Context: an optimization exercise on an open-source flow, tuned for small area, a short achievable clock period and few clock cycles per item. The choices shown serve that exercise and are no tape-out recipe.
Where RTL was checked, it was by simulation tests only, not by an equivalence proof against the original.
Power and IR drop assume default switching activity.

the baseline:
Design rv32Core, start of the top module:
module rv32Core (
    input  logic        cpuClk,
    input  logic        rstN,
    output logic        wbCyc,
    output logic        wbStb,
    output logic [31:0] wbAdr,
    input  logic [31:0] wbDatI,
    input  logic        wbAck,
    output logic        retireValid,
    output logic [31:0] retirePc,
    output logic [4:0]  retireRd,
    output logic [31:0] retireData
);
clock: 8.0 ns
lec_check: 0
cap_margin: 20
core_margin: 2
core_utilization: 40
place_density: 0.6
setup_slack_margin: 5
slew_margin: 20
tns_end_percent: 0
run.sh (not shown) runs the stock make flow with config.mk's settings and CLKGATE_MAP_FILE= SYNTH_SCRIPT=/design/flow/synth_recipe.tcl, a recipe that flattens the netlist after the stock synthesis.
The baseline | stages: all done | timing, DRC, antenna: all pass
Relative to the baseline, the following input files were edited for the candidate:
--- a/flow/config.mk
+++ b/flow/config.mk
@@ -14 +14 @@
-export TNS_END_PERCENT = 0
+export TNS_END_PERCENT = 10
### Flow results
No stage failed in the candidate, and the final checks on the layout all came back clean.
Relative slew slack (lower): the candidate
The candidate against the baseline: clock latency reported for the late side of the worst-skew pair grew by 0.04 ns, number of buffers inserted by port buffering comparable, data required time at the worst endpoint now sits higher, overall overflow remaining after global route was more or less identical.
Row portion of the layout cell area used by non-clock buffers: the candidate higher / the baseline lower
met1 global-route usage in the candidate is 0.94 points above the baseline.
In the candidate, share of total power in the clock network is lower than in the baseline.
In the tables for the baseline and the candidate, total power reads lower with the baseline.
Sum of routed wire length over all layers of the candidate exceeds that of the baseline by a few percent.
Function was not checked in any run of this note: the RTL went through the layout flow alone.

The RTL this note starts from:
==> flow/design.v <==
package rvIsaPkg;
    localparam int xlen     = 32;
    localparam int regAddrW = 5;
    localparam logic [6:0] opOp     = 7'b0110011;
    localparam logic [6:0] opOpImm  = 7'b0010011;
    localparam logic [6:0] opLui    = 7'b0110111;
    localparam logic [6:0] opBranch = 7'b1100011;
    localparam logic [2:0] f3AddSub = 3'b000;
    localparam logic [2:0] f3Slt    = 3'b010;
    localparam logic [2:0] f3Xor    = 3'b100;
    localparam logic [2:0] f3Or     = 3'b110;
    localparam logic [2:0] f3And    = 3'b111;
    localparam logic [2:0] f3Beq    = 3'b000;
    localparam logic [2:0] f3Bne    = 3'b001;
    localparam logic [6:0] f7Base = 7'b0000000;
    localparam logic [6:0] f7Sub  = 7'b0100000;
    typedef union packed {
        struct packed {
            logic [6:0] funct7;
            logic [4:0] rs2;
            logic [4:0] rs1;
            logic [2:0] funct3;
            logic [4:0] rd;
            logic [6:0] opcode;
        } r;
        struct packed {
            logic [11:0] imm12;
            logic [4:0]  rs1;
            logic [2:0]  funct3;
            logic [4:0]  rd;
            logic [6:0]  opcode;
        } i;
        struct packed {
            logic [19:0] imm20;
            logic [4:0]  rd;
            logic [6:0]  opcode;
        } u;
        struct packed {
            logic       imm12;
            logic [5:0] imm10to5;
            logic [4:0] rs2;
            logic [4:0] rs1;
            logic [2:0] funct3;
            logic [3:0] imm4to1;
            logic       imm11;
            logic [6:0] opcode;
        } b;
    } rvInstr;
endpackage
package coreCfgPkg;
    localparam int aluFuncW = 3;
    localparam logic [aluFuncW-1:0] aluAdd   = 3'd0;
    localparam logic [aluFuncW-1:0] aluSub   = 3'd1;
    localparam logic [aluFuncW-1:0] aluAnd   = 3'd2;
    localparam logic [aluFuncW-1:0] aluOr    = 3'd3;
    localparam logic [aluFuncW-1:0] aluXor   = 3'd4;
    localparam logic [aluFuncW-1:0] aluSlt   = 3'd5;
    localparam logic [aluFuncW-1:0] aluPassB = 3'd6;
    localparam logic fwdReg = 1'b0;
    localparam logic fwdWb  = 1'b1;
    localparam logic [31:0] resetPc = 32'h0000_0000;
endpackage
`timescale 1ns/1ps
module registerFile (
    input  logic        cpuClk,
    input  logic        rstN,
    input  logic [4:0]  rs,
    input  logic [4:0]  wrAddr,
    input  logic        wrEn,
    input  logic [31:0] wrData,
    output logic [31:0] rdData
);
    logic [31:0] regs  [1:31];
    logic [31:1] valid;
    logic [31:1] wSel;
    logic [31:1] sel;
    always_comb begin
        for (int k = 1; k < 32; k++) begin
            wSel[k] = wrEn && (wrAddr == 5'(k));
            sel[k]  = valid[k] && (rs == 5'(k));
        end
    end
    always_ff @(posedge cpuClk or negedge rstN) begin
        if (!rstN) valid <= '0;
        else       valid <= valid | wSel;
    end
    always_ff @(posedge cpuClk) begin
        for (int k = 1; k < 32; k++)
            if (wSel[k]) regs[k] <= wrData;
    end
    always_comb begin
        rdData = '0;
        for (int k = 1; k < 32; k++)
            rdData = rdData | ({32{sel[k]}} & regs[k]);
    end
endmodule
`timescale 1ns/1ps
module rv32Core (
    input  logic        cpuClk,
    input  logic        rstN,
    output logic        wbCyc,
    output logic        wbStb,
    output logic [31:0] wbAdr,
    input  logic [31:0] wbDatI,
    input  logic        wbAck,
    output logic        retireValid,
    output logic [31:0] retirePc,
    output logic [4:0]  retireRd,
    output logic [31:0] retireData
);
    logic        reqOn;
    logic [31:1] adr;
    logic        discard;
    logic        taken;
    logic [31:1] target;
    logic [31:1] archPc;
    logic        vE;
    logic [4:0]  rdE;
    logic [31:0] res;
    assign wbCyc = reqOn;
    assign wbStb = reqOn;
    assign wbAdr = {adr, 1'b0};
    logic        capture;
    logic        predIn;
    logic        redir;
    logic [31:1] newPc;
    logic [11:0] offIn;
    logic [12:0] lowSum;
    logic [31:13] adrDec;
    logic [31:1] targetIn;
    assign capture = reqOn && wbAck && !discard && !redir;
    assign predIn  = (wbDatI[6:0] == 7'b1100011) && (wbDatI[14:13] == 2'b00) && wbDatI[31];
    assign offIn   = {wbDatI[31], wbDatI[7], wbDatI[30:25], wbDatI[11:8]};
    assign lowSum  = {1'b0, adr[12:1]} + {1'b0, offIn};
    assign adrDec  = adr[31:13] - 19'd1;
    assign targetIn = {lowSum[12] ? adr[31:13] : adrDec, lowSum[11:0]};
    always_ff @(posedge cpuClk or negedge rstN) begin
        if (!rstN) begin
            reqOn   <= 1'b0;
            adr     <= '0;
            discard <= 1'b0;
        end else begin
            reqOn <= 1'b1;
            if (reqOn && wbAck) begin
                discard <= 1'b0;
                if (redir)        adr <= newPc;
                else if (discard) adr <= archPc;
                else if (predIn)  adr <= targetIn;
                else              adr <= adr + 31'd2;
            end else if (reqOn && redir) begin
                discard <= 1'b1;
            end
        end
    end
    logic [31:0] ir;
    logic        vD;
    always_ff @(posedge cpuClk) ir <= wbDatI;
    always_ff @(posedge cpuClk or negedge rstN) begin
        if (!rstN) vD <= 1'b0;
        else       vD <= capture;
    end
    logic [6:0] opc;
    logic [2:0] f3;
    logic [6:0] f7;
    logic       isOp, isImm, isLui, isBr, opOrImm, f7Ok, isSub;
    logic       dAdd, dSlt, dXor, dOr, dAnd, dWr;
    logic [31:0] immD, opAD, opBD;
    logic [31:0] opA, opB;
    assign opc = ir[6:0];
    assign f3  = ir[14:12];
    assign f7  = ir[31:25];
    assign isOp    = (opc == 7'b0110011);
    assign isImm   = (opc == 7'b0010011);
    assign isLui   = (opc == 7'b0110111);
    assign isBr    = (opc == 7'b1100011) && (f3[2:1] == 2'b00);
    assign isSub   = isOp && (f7 == 7'b0100000) && (f3 == 3'b000);
    assign f7Ok    = isImm || (f7 == 7'b0000000) || isSub;
    assign opOrImm = (isOp || isImm) && f7Ok;
    assign dAdd = isLui || (opOrImm && f3 == 3'b000);
    assign dSlt = opOrImm && f3 == 3'b010;
    assign dXor = opOrImm && f3 == 3'b100;
    assign dOr  = opOrImm && f3 == 3'b110;
    assign dAnd = opOrImm && f3 == 3'b111;
    assign dWr  = dAdd || dSlt || dXor || dOr || dAnd;
    assign immD = isLui ? {ir[31:12], 12'b0} : {{20{ir[31]}}, ir[31:20]};
    logic [31:0] rdPort;
    logic        fixA, fixB;
    registerFile i_registerFile (
        .cpuClk(cpuClk), .rstN(rstN),
        .rs(vD ? ir[24:20] : wbDatI[19:15]),
        .wrAddr(retireRd), .wrEn(retireValid), .wrData(retireData),
        .rdData(rdPort)
    );
    assign fixA = (retireRd != 5'd0) && (retireRd == ir[19:15]);
    assign fixB = (retireRd != 5'd0) && (retireRd == ir[24:20]);
    assign opAD = isLui ? 32'd0 : (fixA ? retireData : opA);
    assign opBD = ((isImm || isLui) ? immD : (fixB ? retireData : rdPort)) ^ {32{isSub || dSlt}};
    logic        cin, sAdd, sSlt, sXor, sOr, sAnd, brE, bneE;
    logic [12:1] immE;
    always_ff @(posedge cpuClk or negedge rstN) begin
        if (!rstN) vE <= 1'b0;
        else       vE <= vD && !redir;
    end
    always_ff @(posedge cpuClk) begin
        opA  <= vD ? opAD : rdPort;
        opB  <= opBD;
        cin  <= isSub || dSlt;
        sAdd <= dAdd;
        sSlt <= dSlt;
        sXor <= dXor;
        sOr  <= dOr;
        sAnd <= dAnd;
        brE  <= isBr;
        bneE <= f3[0];
        rdE  <= dWr ? ir[11:7] : 5'd0;
        immE <= {ir[31], ir[7], ir[30:25], ir[11:8]};
    end
    logic [31:0] sum;
    logic        slt;
    logic [32:0] sumC;
    assign sumC = {opA, 1'b1} + {opB, cin};
    assign sum  = sumC[32:1];
    assign slt = (opA[31] == opB[31]) ? opA[31] : sum[31];
    assign res = ({32{sAdd}} & sum) | ({32{sXor}} & (opA ^ opB)) |
                 ({32{sOr}} & (opA | opB)) | ({32{sAnd}} & (opA & opB)) |
                 {31'd0, sSlt & slt};
    assign taken  = vE && brE && ((opA == opB) != bneE);
    assign target = archPc + {{19{immE[12]}}, immE};
    assign newPc  = taken ? target : archPc + 31'd2;
    assign redir  = vE && brE && (taken != immE[12]);
    always_ff @(posedge cpuClk or negedge rstN) begin
        if (!rstN) begin
            archPc      <= '0;
            retireValid <= 1'b0;
            retireRd    <= 5'd0;
        end else begin
            retireValid <= vE;
            if (vE) begin
                archPc   <= newPc;
                retireRd <= rdE;
            end
        end
    end
    always_ff @(posedge cpuClk) begin
        retirePc <= {archPc, 1'b0};
        if (vE) retireData <= res;
    end
endmodule
clock: 8.0 ns
lec_check: 0
cap_margin: 20
core_margin: 2
core_utilization: 40
place_density: 0.6
setup_slack_margin: 5
slew_margin: 20
Testbench counts at the start, summed over its fixed seeds: cycles 146,972, instructions 72,000.
Edit:
- SETUP_SLACK_MARGIN: 5 -> not set
=>
- hold slack stays flat
- sequential power hardly moves
- final area is lower by 12%
- sequential cell count is unchanged
- utilization is lower by 6.3 points
- global-route usage is lower by 4.4 points
- setup slack is worse by 1.6 ns
- maximum frequency is lower by 29%
- clock-buffer cell count stays the same
- die area does not change
- non-clock buffer count is lower by 445
Edit:
- SETUP_SLACK_MARGIN: not set -> 4
=> The changed run completed without violations; clock skew climbs by 0.0032 ns; setup slack gets better by 1.3 ns; die area is unchanged; core utilization climbs by 1.1 points.

==> re-timing with driven ports <==
The flow's constraints put no driver on any port. The routed layouts listed below were extracted and timed again, unchanged, in two steps.
Step 1, drivers: a clkbuf_16 drives cpuClk and a buf_2 each remaining input, both assumed.
Step 2, shift: input delay + t, output delay - t, t = (earliest + latest rising clock arrival at the registers) / 2. This alone moves slack from input paths to output paths.
Three values: ideal, step 1, step 2; two values: the first two.
run	t (ns)	slack for setup (ns)	latest minus earliest clock arrival (ns)	worst slew at a driven data input, ns
the baseline	0.825	4.345 / 4.357 / 3.532	0.034 / 0.034	0.09
the candidate	0.859	4.414 / 4.417 / 3.559	0.046 / 0.047	0.10
the first run of note 2	0.841	4.214 / 4.194 / 3.353	0.036 / 0.036	0.15
the second run of note 2	0.841	2.638 / 2.638 / 2.154	0.058 / 0.057	0.10
the third run of note 2	0.839	3.951 / 3.942 / 3.104	0.061 / 0.061	0.10
After both steps setup and hold are still met in every run listed. For the first run of note 2, which loses most, drivers alone change the setup slack by -0.020 ns; drivers and shift together by -0.861 ns.
